Context: an optimization exercise on an open-source flow, tuned for small area, a short achievable clock period and few clock cycles per item. The choices shown serve that exercise and are no tape-out recipe. No functional check of the RTL was part of any run shown here. Power figures rest on the tool's default switching activity, not on a simulated workload.

==> flow/design.v (outline; a module is shown in full before it is edited, if it fits) <==
// module dot8: 2904 lines
// module systolic_mm_top: 98 lines
module systolic_mm_top (
    input  logic                  clk,
    input  logic                  rst,
    input  logic                  in_valid,
    input  logic [8-1:0] in_data,
    output logic                  out_valid,
    output logic [8-1:0] out_data,
    output logic                  busy,
    output logic                  done
);
  // ...
==> flow/run.sh <==
#!/bin/bash
# synth_recipe.tcl (not shown) runs the flow's synth.tcl, then flattens the netlist and writes it again
# the make line also repeats each setting of config.mk as NAME=value (left out here)
make -C /OpenROAD-flow-scripts/flow DESIGN_CONFIG=/design/flow/config.mk WORK_HOME=/design/flow/orfs CLKGATE_MAP_FILE= SYNTH_SCRIPT=/design/flow/synth_recipe.tcl finish
==> flow/config.mk <==
export PLATFORM = sky130hd
export DESIGN_NAME = systolic_mm_top
export DESIGN_NICKNAME = systolic_mm_top
export VERILOG_FILES = /design/flow/design.v
export SDC_FILE = /design/flow/constraint.sdc
export NUM_CORES = 4
export LEC_CHECK = 0
export CAP_MARGIN = 20
export CORE_MARGIN = 2
export CORE_UTILIZATION = 40
export SETUP_SLACK_MARGIN = 3.6
export SLEW_MARGIN = 20
==> flow/constraint.sdc <==
create_clock -name core_clock -period 6.0 [get_ports {clk}]
set_input_delay 1.2000 -clock core_clock [delete_from_list [all_inputs] [get_ports {clk}]]
set_output_delay 1.2000 -clock core_clock [all_outputs]
set_load 0.01 [all_outputs]
==> summary.md, run 1 <==
| Metric | Value |
|---|---|
| Synth Register Bits | 1,273 |
| Register area share after synthesis | 73.6% |
| Via count | 21,800 |
| GRT overflow | 0 |
| Final TNS setup | 0 ns |
| Sw Pwr | 9.40 mW |
| Clock buffer count | 149 |
| Design area | 58,200 um2 |
| Crit path from | rm |
| Crit end category | flip-flop |
| Number of port buffers | 21 |
| Hold endpoint | dot8_inst.r8_r6_s350 |
| Largest registers | bq x512, la x512 |
| Worst-margin pin slew | 1.04 ns |
| Ys async rst share | 2.83% |
| Max-cap viol count | 0 |
| Worst-path fanout max | 6 |
| Wire length on met2 | 46.5 mm |
| GR Layer Usage met2 | 25.2% |
| Arrival @ worst endpoint | 3.61 ns |
| CTS clk-pin slew, worst paths | 0.07 ns |
| Die H | 353 um |
| DRC violations left | 0 |
| Synth Area in Simple Gates | 5.38% |
| Number of synthesized flops with an enable pin | 1,024 |
| Status | complete, no violations |
| Multi-input gate share of total cell area | 20.6% |
| Instance count on the critical path | 8 |
| Synth Cell Area | 48,800 um2 |
| Overall Power | 29.9 mW |
| Worst Setup Start Kind | flip-flop |
| Final hold violations | 0 |
| Well-Tap Cells | 1,625 |
| Hold Path Class | reg2reg |
| P_int | 20.5 mW |
| Worst hold path depth | 0 |
| Power Dens Cells | 514 nW/um2 |
| Worst hold slack | 0.326 ns |
| Clock group power | 7.71 mW |
| Met3 routed WL | 5.67 mm |
| Max Clock Skew | 0.0552 ns |
| Top FF cell, synth | edfxtp_1 |
| Post-synthesis cell count | 2,704 |
| Final RePlAce weighted congestion | 0.877 |
==> run 2, diff against run 1 <==
--- a/flow/config.mk
+++ b/flow/config.mk
@@ -5,6 +5,7 @@
 export SDC_FILE = /design/flow/constraint.sdc
 export NUM_CORES = 4
 export LEC_CHECK = 0
+export ABC_CLOCK_PERIOD_IN_PS = 2400
 export CAP_MARGIN = 20
 export CORE_MARGIN = 2
 export CORE_UTILIZATION = 40
==> summary.md, run 2 <==
| Metric | Value |
|---|---|
| Max Clock Skew | 0.0552 ns (unchanged) |
| Commonest cells in the netlist | 1,024 x edfxtp_1, 389 x inv_1, 373 x fa_1 |
| Part of the power in combinational logic | 31.2% |
| Origin of the critical flop-to-flop path | rm |
| DR pass1 iterations | 5 |
| Hold Path Class | reg2reg |
| Final Max Slew Viols | 0 |
| Leak | 21.4 nW |
| Register area share after synthesis | 73.6% (unchanged) |
| Peak VDD IR | 0.351 mV |
| H-tree depth | 3 |
| Worst-margin pin slew | 1.04 ns (unchanged) |
| Initial core utilization | 40.2% |
| Syn Area/Cell | 18.0 um2 |
| Power Dens Cells | 514 nW/um2 (unchanged) |
| Final TNS setup | 0 ns (unchanged) |
| Io pins | 22 |
| Via count | 21,800 (unchanged) |
| Switching Fraction | 31.4% |
| Critical-path top delay cell | fa_2 |
| Final RePlAce weighted congestion | 0.877 (unchanged) |
| Final worst slack | 3.06 ns |
| Worst-skew pair later-pin latency | 0.72 ns |
| Initial DRC Count | 1,793 |
| Design area | 58,200 um2 (unchanged) |
| Tot GR Track Use | 15.8% |
| Crit path kind | reg2reg |
| Average via count per standard cell | 4.53 |
| Wire length per cell | 20.3 um |
| Number of port buffers | 21 (unchanged) |
| Yosys top cell by area | edfxtp_1 |
| Final core occ | 47.9% |
| CP peak stage delay | 0.52 ns |
| Yosys warnings | 3 |
| GRT overflow | 0 (unchanged) |
| Ys async rst share | 2.83% (unchanged) |
| Sw Pwr | 9.40 mW (unchanged) |
| Instance count on the critical path | 8 (unchanged) |
| Most used cell, CP | fa_2 |
| Buf/Inv on CP | 3 |
| Final setup viols | 0 |
| Largest net degree at the start of global routing | 195 |
| Largest registers | bq x512, la x512 |
| CP Cell Sequence | clkbuf_4 -> mux2_4 -> and2_4 -> fa_2 -> inv_1 -> fa_2 -> inv_1 -> fa_2 |
| DP Area | 51,400 um2 |
| Overall Power | 29.9 mW (unchanged) |
| Final min period | 2.94 ns |
| CTS Buffer Depth | 3 |
| Number of synthesized flops with an enable pin | 1,024 (unchanged) |
| Slew margin rel. | 30.8% |
| Pre-CTS setup slack | 2.49 ns |
| Sink Count | 1,273 |
| Worst-path fanout max | 6 (unchanged) |
| R2R setup slack | 3.06 ns |
| Clock Tree Root | clkbuf_16 |
| Final nets | 3,470 |
| Layout cells sized above 1 | 23.7% |
| Synth top area share | 63.0% |
| Status | complete, no violations |
| Die H | 353 um (unchanged) |
| Max-cap viol count | 0 (unchanged) |
| Most frequent cells in the layout | 1,024 x edfxtp_1, 315 x inv_1, 273 x fa_1 |
| Sequential power share | 43.1% |
| Top FF cell, synth | edfxtp_1 |
| Synth Register Bits | 1,273 (unchanged) |
| Syn-to-layout area delta | 19.2% |
| Count leader, synth | edfxtp_1 |
| Post-synthesis cell count | 2,704 (unchanged) |
| Worst hold slack | 0.326 ns (unchanged) |
| Placed cells | 4,365 |
| Synth Cell Area | 48,800 um2 (unchanged) |
| CP delay by family, top | adder cells |
| P_int | 20.5 mW (unchanged) |
| Initial antenna violation count | 4 |
| Worst Setup Start Kind | flip-flop |
| Synth Net Count | 3,099 |
| RSZ-0062 raised after global routing | yes |
| CP Capture Point | dot8_inst.r3_s259 |
| Placed wire-length estimate | 64.7 mm |
| Period utilization | 48.9% |
| Chip Width | 353 um |
| Synth cell types | 43 |
| Reg2reg path depth | 8 |
| Remaining antenna violation count | 0 |
| CTS clk-pin slew, worst paths | 0.07 ns (about the same) |
| Req. time, crit path | 6.67 ns |
| DRC violations left | 0 (unchanged) |
| Area of the core | 121,000 um2 |
| Arrival @ worst endpoint | 3.61 ns (about the same) |
| Maximum clock rate | 341 MHz |
| CTS tree | done |
| Worst reg2reg path endpoint | dot8_inst.r3_s259 |
| Final hold violations | 0 (unchanged) |
| Post-Route WL | 97.5 mm |
| Most area-consuming cells after synthesis | edfxtp_1 63%, fa_1 15%, dfxtp_1 8.7% |
| Number of buffers created by CTS | 121 |
| Die Area | 125,000 um2 |
| Crit end category | flip-flop |
| First-pass GRT wire length | 146 mm |
| Non-Filler Instances | 4,805 |
| Commonest non-fill, non-tap cell in the layout | edfxtp_1 |
| Clock share of power | 25.8% |
| Crit path from | rm |
| Number of global-route vias before repair | 23,100 |
| Row cnt | 128 |
## run 2: cell counts after synthesis
Identical to the previous run, type by type.
## run 2: cell families (layout without fill, tap and decap cells)
logic type	Yosys count	after routing	share of synthesized area [%]
compound gates	27	27	0.364
xor+xnor	92	92	1.78
fa+ha+maj	384	384	15.6
buf+inv	394	868	3.05
flops	1273	1273	73.6
mux	9	9	0.238
other cells	0	2	0
simple gates	525	525	5.38
## run 2: timing repair
action                                  CTS  global route
cloned                                    0             1
pin swaps                                67            90
endpoints found under the setup margin  214           101
gates resized for setup                 184           157
hold buffers                              0             0
setup buffers                           166            45
## run 2: worst min path at each step
stage                     cells after the start                         end                    start
after floorplan                               0     dot8_inst.r6_r3_pp7_0_0     dot8_inst.r3_pp7_0_0
after global placement                        0  dot8_inst.r8_r6_r3_pp7_0_0  dot8_inst.r6_r3_pp7_0_0
after detailed placement                      0        dot8_inst.r8_r6_s350        dot8_inst.r6_s350
after CTS                                     0        dot8_inst.r8_r6_s350        dot8_inst.r6_s350
after global routing                          0        dot8_inst.r8_r6_s350        dot8_inst.r6_s350
final                                         0        dot8_inst.r8_r6_s350        dot8_inst.r6_s350
## run 2: power groups by stage
stage                     logic [mW]  registers [mW]  clock network [mW]
after floorplan                 5.06            13.4                   0
after global placement          8.29            13.3                   0
after detailed placement        8.49            13.3                   0
after CTS                       9.17            12.9                7.93
after global routing            10.6            13.1                8.28
final                           9.32            12.9                7.71
## run 2: cell type report
type                    instances  area, um2
repair buffers                253       2630
fillers                     10300      63200
diodes                          2       5.00
inverters                     389       1460
well taps                    1625       2030
clock buffers                 149       3210
clock inverters                77        892
flip-flops and latches       1273      35900
multi-input cells            1037      12000
## run 2: per-layer routing
layer / vias to the layer above / track usage (%) / routed length, um
li1: 9728 / - / -
met4: 2 / 6.31 / 3880
met2: 557 / 25.2 / 46500
met1: 11300 / 21.4 / 41400
met3: 171 / 3.11 / 5670
met5: - / 0 / 13
==> module systolic_mm_top, before the edit <==
module systolic_mm_top (
    input  logic                  clk,
    input  logic                  rst,
    input  logic                  in_valid,
    input  logic [8-1:0] in_data,
    output logic                  out_valid,
    output logic [8-1:0] out_data,
    output logic                  busy,
    output logic                  done
);
    logic       ld;        
    logic [6:0] icnt;      
    logic       start;
    logic       acc;
    logic [6:0] idx;       
    assign start = in_valid && (!busy || done);
    assign acc   = in_valid && (ld || start);
    assign idx   = start ? 7'd0 : icnt;
    logic       rm;        
    logic [5:0] rc;        
    logic       f127;      
    logic       rm_nxt;
    logic [5:0] rc_nxt;
    assign rm_nxt = f127 || (rm && rc != 6'd55);
    assign rc_nxt = f127 ? 6'd0 : rc + 6'd1;
    logic [7:0] d_r;       
    logic [7:0] aen;       
    logic       ben;       
    logic       tv;        
    logic       tlast;     
    logic [2:0] lane;
    assign lane = idx[2:0] - idx[5:3];
    always_ff @(posedge clk) begin
        d_r <= in_data;
    end
    always_ff @(posedge clk or negedge rst) begin
        if (!rst) begin
            ld    <= 1'b0;
            icnt  <= '0;
            busy  <= 1'b0;
            rm    <= 1'b0;
            rc    <= '0;
            f127  <= 1'b0;
            aen   <= '0;
            ben   <= 1'b0;
            tv    <= 1'b0;
            tlast <= 1'b0;
        end else begin
            busy <= start || (busy && !done);
            if (acc) begin
                icnt <= idx + 7'd1;
                ld   <= (idx != 7'd127);
            end
            f127 <= acc && (idx == 7'd127);
            rm   <= rm_nxt;
            rc   <= rm_nxt ? rc_nxt : 6'd0;
            for (int m = 0; m < 8; m++) begin
                aen[m] <= (acc && !idx[6] && lane == 3'(m))
                       || (acc && idx == 7'd127)
                       || (rm_nxt && rc_nxt[2:0] == 3'd7);
            end
            ben   <= (acc && idx[6]) || rm_nxt;
            tv    <= (acc && idx[6:3] == 4'hf) || rm_nxt;
            tlast <= rm_nxt && rc_nxt == 6'd55;
        end
    end
    logic [63:0]  la [8];   
    logic [511:0] bq;       
    logic [7:0]   tap7;
    assign tap7 = rm ? bq[7:0] : d_r;
    always_ff @(posedge clk) begin
        for (int m = 0; m < 8; m++) begin
            if (aen[m]) la[m] <= {d_r, la[m][63:8]};
        end
        if (ben) bq <= {tap7, bq[511:8]};
    end
    logic [63:0] ta;
    logic [63:0] tb;
    for (genvar m = 0; m < 8; m++) begin : g_tap
        assign ta[8*m +: 8] = la[m][7:0];
        if (m < 7) begin : g_q
            assign tb[8*m +: 8] = bq[8*(8*m+8) +: 8];
        end else begin : g_7
            assign tb[8*m +: 8] = tap7;
        end
    end
    dot8 dot8_inst (
        .clk    (clk),
        .rst    (rst),
        .a      (ta),
        .b      (tb),
        .vin    (tv),
        .lin    (tlast),
        .res    (out_data),
        .vout   (out_valid),
        .lout   (done)
    );
endmodule
==> run 3, diff against run 2 <==
--- a/flow/design.v
+++ b/flow/design.v
@@ -2934,8 +2934,9 @@
     logic       ben;       
     logic       tv;        
     logic       tlast;     
-    logic [2:0] lane;
-    assign lane = idx[2:0] - idx[5:3];
+    logic [7:0] lh;
+    logic [7:0] lcur;
+    assign lcur = start ? 8'h01 : lh;
     always_ff @(posedge clk) begin
         d_r <= in_data;
     end
@@ -2943,6 +2944,7 @@
         if (!rst) begin
             ld    <= 1'b0;
             icnt  <= '0;
+            lh    <= 8'h01;
             busy  <= 1'b0;
             rm    <= 1'b0;
             rc    <= '0;
@@ -2954,6 +2956,7 @@
         end else begin
             busy <= start || (busy && !done);
             if (acc) begin
+                lh <= (idx[2:0] == 3'd7) ? lcur : {lcur[6:0], lcur[7]};
                 icnt <= idx + 7'd1;
                 ld   <= (idx != 7'd127);
             end
@@ -2961,7 +2964,7 @@
             rm   <= rm_nxt;
             rc   <= rm_nxt ? rc_nxt : 6'd0;
             for (int m = 0; m < 8; m++) begin
-                aen[m] <= (acc && !idx[6] && lane == 3'(m))
+                aen[m] <= (acc && !idx[6] && lcur[m])
                        || (acc && idx == 7'd127)
                        || (rm_nxt && rc_nxt[2:0] == 3'd7);
             end
@@ -2974,6 +2977,10 @@
     logic [511:0] bq;       
     logic [7:0]   tap7;
     assign tap7 = rm ? bq[7:0] : d_r;
+    logic [7:0] t7;
+    always_ff @(posedge clk) begin
+        t7 <= rm_nxt ? (ben ? bq[15:8] : bq[7:0]) : in_data;
+    end
     always_ff @(posedge clk) begin
         for (int m = 0; m < 8; m++) begin
             if (aen[m]) la[m] <= {d_r, la[m][63:8]};
@@ -2987,7 +2994,7 @@
         if (m < 7) begin : g_q
             assign tb[8*m +: 8] = bq[8*(8*m+8) +: 8];
         end else begin : g_7
-            assign tb[8*m +: 8] = tap7;
+            assign tb[8*m +: 8] = t7;
         end
     end
     dot8 dot8_inst (
--- a/flow/config.mk
+++ b/flow/config.mk
@@ -5,7 +5,6 @@
 export SDC_FILE = /design/flow/constraint.sdc
 export NUM_CORES = 4
 export LEC_CHECK = 0
-export ABC_CLOCK_PERIOD_IN_PS = 2400
 export CAP_MARGIN = 20
 export CORE_MARGIN = 2
 export CORE_UTILIZATION = 40
==> summary.md, run 3 <==
| Metric | Value |
|---|---|
| Status | complete, no violations |
| Sequential power share | 47.5% (+4.4 points) |
| Hold Path Class | reg2reg |
| Synth Net Count | 3,150 (+1.6%) |
| DP Area | 51,700 um2 (+0.54%) |
| Die Area | 126,000 um2 (+0.96%) |
| Crit path kind | reg2reg |
| Switching Fraction | 26.3% (-5.1 points) |
| Worst-skew pair later-pin latency | 0.76 ns (+0.04 ns) |
| Hold Path Origin | dot8_inst.r6_s373 |
| Largest net degree at the start of global routing | 160 (-18%) |
| Worst-path fanout max | 3 (-3) |
| Arrival @ worst endpoint | 3.27 ns (-0.34 ns) |
| Worst hold slack | 0.328 ns (+0.00227 ns) |
| Synth Register Bits | 1,289 (+1.3%) |
| DRC violations left | 0 (unchanged) |
| Clock Tree Root | clkbuf_16 |
| Initial DRC Count | 1,615 (-9.9%) |
| CTS tree | done |
| Crit end category | flip-flop |
| Final core occ | 48.0% (+0.12 points) |
| FILL cells | 10,300 (-0.17%) |
| Origin of the critical flop-to-flop path | la[0][0] |
| Tot GR Track Use | 16.0% (+0.16 points) |
| Yosys warnings | 3 (unchanged) |
| Average via count per standard cell | 4.53 (-0.12%) |
| Worst Setup Start Kind | flip-flop |
| Ys async rst share | 3.41% (+0.59 points) |
| Number of global-route vias before repair | 24,000 (+4.0%) |
| Design area | 58,600 um2 (+0.79%) |
| Final Max Slew Viols | 0 (unchanged) |
| Crit path from | la[0][0] |
| Period utilization | 43.1% (-5.8 points) |
| Maximum clock rate | 387 MHz (+14%) |
| Peak VDD IR | 0.309 mV (-12%) |
| Power Dens Cells | 395 nW/um2 (-23%) |
| Max Clock Skew | 0.0345 ns (-0.0207 ns) |
| Row cnt | 128 (unchanged) |
| Count leader, synth | edfxtp_1 |
| Sw Pwr | 6.10 mW (-35%) |
| Slew margin rel. | 33.5% (+2.7 points) |
| Final min period | 2.58 ns (-0.351 ns) |
| Syn Area/Cell | 17.9 um2 (-0.93%) |
| Most frequent cells in the layout | 1,024 x edfxtp_1, 307 x inv_1, 276 x fa_1 |
| Final TNS setup | 0 ns (unchanged) |
| Final setup viols | 0 (unchanged) |
| Sink Count | 1,289 (+1.3%) |
| GRT overflow | 0 (unchanged) |
| Remaining antenna violation count | 0 (unchanged) |
| Leak | 21.6 nW (+0.91%) |
| Final RePlAce weighted congestion | 0.865 (-1.3%) |
| P_int | 17.1 mW (-17%) |
| Die H | 355 um (+0.48%) |
| DR pass1 iterations | 5 (unchanged) |
| Synth Cell Area | 49,300 um2 (+0.98%) |
| Final worst slack | 3.42 ns (+0.351 ns) |
| Via count | 22,000 (+1.0%) |
| Syn-to-layout area delta | 19.0% |
| CTS Buffer Depth | 3 (unchanged) |
| Post-Route WL | 98.0 mm (+0.49%) |
| Synth cell types | 43 (unchanged) |
| Io pins | 22 (unchanged) |
| Placed wire-length estimate | 65.7 mm (+1.5%) |
| H-tree depth | 4 (+1) |
| Largest registers | bq x512, la x512 |
| Area of the core | 122,000 um2 (+0.53%) |
| CTS clk-pin slew, worst paths | 0.06 ns (about the same) |
| Pre-CTS setup slack | 2.63 ns (+0.142 ns) |
| Initial core utilization | 40.4% (+0.18 points) |
| Req. time, crit path | 6.69 ns (+0.02 ns) |
| Initial antenna violation count | 4 (unchanged) |
| Wire length per cell | 20.2 um (-0.65%) |
| Commonest cells in the netlist | 1,024 x edfxtp_1, 390 x inv_1, 372 x fa_1 |
| Chip Width | 355 um (+0.48%) |
| Commonest non-fill, non-tap cell in the layout | edfxtp_1 |
| Part of the power in combinational logic | 18.2% (-13 points) |
| Clock share of power | 34.3% (+8.5 points) |
| Number of port buffers | 21 (unchanged) |
| Number of synthesized flops with an enable pin | 1,024 (unchanged) |
| Yosys top cell by area | edfxtp_1 |
| Worst-margin pin slew | 0.998 ns (-0.0400 ns) |
| Final hold violations | 0 (unchanged) |
| Most area-consuming cells after synthesis | edfxtp_1 62%, fa_1 15%, dfxtp_1 9.0% |
| Hold-fix buffers, CTS | 0 (unchanged) |
| Final nets | 3,530 (+1.7%) |
| First-pass GRT wire length | 147 mm (+1.2%) |
| Layout cells sized above 1 | 23.2% (-0.50 points) |
| RSZ-0062 raised after global routing | yes |
| Number of buffers created by CTS | 133 (+9.9%) |
| Max-cap viol count | 0 (unchanged) |
| Post-synthesis cell count | 2,756 (+1.9%) |
| Top FF cell, synth | edfxtp_1 |
| Register area share after synthesis | 73.6% (about the same) |
| Synth top area share | 62.4% (-0.61 points) |
[run 3: power by group through the flow]
stage          logic [mW]  registers [mW]  clock network, mW
3_5_place_dp         4.05            11.3                  0
4_1_cts              4.24            11.0               8.20
6_report             4.22            11.0               7.94
5_1_grt              4.88            11.1               8.55
3_3_place_gp         3.97            11.2                  0
2_1_floorplan        2.57            11.2                  0
[run 3: path summary, 6_finish.rpt]
check,to,slack [ns],cells past startpoint
setup reg to reg,dot8_inst.r3_s254,3.42,6
max in group asynchronous,ben,4.71,1
hold / removal,dot8_inst.r8_r6_s373,0.33,0
hold reg to reg,dot8_inst.r8_r6_s373,0.33,0
min in group asynchronous,lh[1],0.60,1
setup / recovery,dot8_inst.r3_s254,3.42,6
[run 3: routing by layer]
metal	up-vias	GRT usage (%)	routed length (um)
li1	9932	-	-
met5	-	0	0
met1	11400	20.7	41200
met4	0	7.15	4050
met2	518	26.0	47800
met3	187	3.24	4930
[run 3: cell type report]
| cell class | instances | area [um2] | share of cell area (%) |
|---|---|---|---|
| Sequential cell | 1289 | 36300 | 61.9 |
| Antenna cell | 1 | 2.50 | 0.00427 |
| Multi-Input combinational cell | 1070 | 12100 | 20.6 |
| Tap cell | 1625 | 2030 | 3.47 |
| Clock buffer | 171 | 3530 | 6.02 |
| Inverter | 390 | 1470 | 2.51 |
| Clock inverter | 62 | 694 | 1.18 |
| Timing Repair Buffer | 252 | 2510 | 4.29 |
[run 3: cell families after synthesis]
logic type / after synthesis / synth area share [%]
AOI/OAI and AO/OA: 44 / 0.576
xor gates and xnor gates: 89 / 1.65
muxes: 18 / 0.391
and+or+nand+nor: 536 / 5.32
adders and majority gates: 383 / 15.4
DFF: 1289 / 73.6
buffers and inverters: 397 / 3.05
[run 3: stage by stage]
step,cells,power [mW]
6_report,4860,23.2
4_1_cts,4832,23.5
3_3_place_gp,4410,15.2
2_1_floorplan,2756,13.8
3_5_place_dp,4410,15.3
5_1_grt,4859,24.5
[run 3: worst max-delay path, cell delays in order (launching register included)]
cell      delay [ns]
edfxtp_1        0.53
and2_4          0.23
fa_1            0.54
inv_1           0.06
fa_2            0.59
inv_2           0.06
fa_2            0.51
[run 3: repair_timing]
item,4_1_cts,5_1_grt
pin swaps,123,98
setup buffers,189,27
endpoints found under the setup margin,134,95
gates resized for setup,262,163

[static timing again, ports no longer ideal]
No port has a modelled driver above. Below, the same layouts with a new extraction and two added sets of constraints.
Step 1: set_driving_cell puts a clkbuf_16 on clk and a buf_2 on each other input, an assumption about the parent block.
Step 2 moves the port delays by t, midway between the first and last clock arrival at a register: inputs arrive t later, outputs are due t later. That takes back most of the time a late clock gives input paths.
Slacks: ideal / step 1 / step 2; pairs: ideal / step 1.
| run | t (ns) | setup slack, ns | worst setup path at the end | latest minus earliest clock arrival (ns) | slew at the worst register clock pin (ns) |
|---|---|---|---|---|---|
| run 1 | 0.763 | 3.064 / 3.064 / 3.002 | input to register | 0.055 / 0.056 | 0.07 / 0.07 |
| run 2 | 0.763 | 3.064 / 3.064 / 3.002 | input to register | 0.055 / 0.056 | 0.07 / 0.07 |
| run 3 | 0.816 | 3.415 / 3.415 / 2.942 | input to register | 0.036 / 0.035 | 0.06 / 0.06 |
After both steps setup and hold are still met in every run listed. For run 3, which loses most, drivers alone change the setup slack by 0.000 ns; drivers and shift together by -0.473 ns.
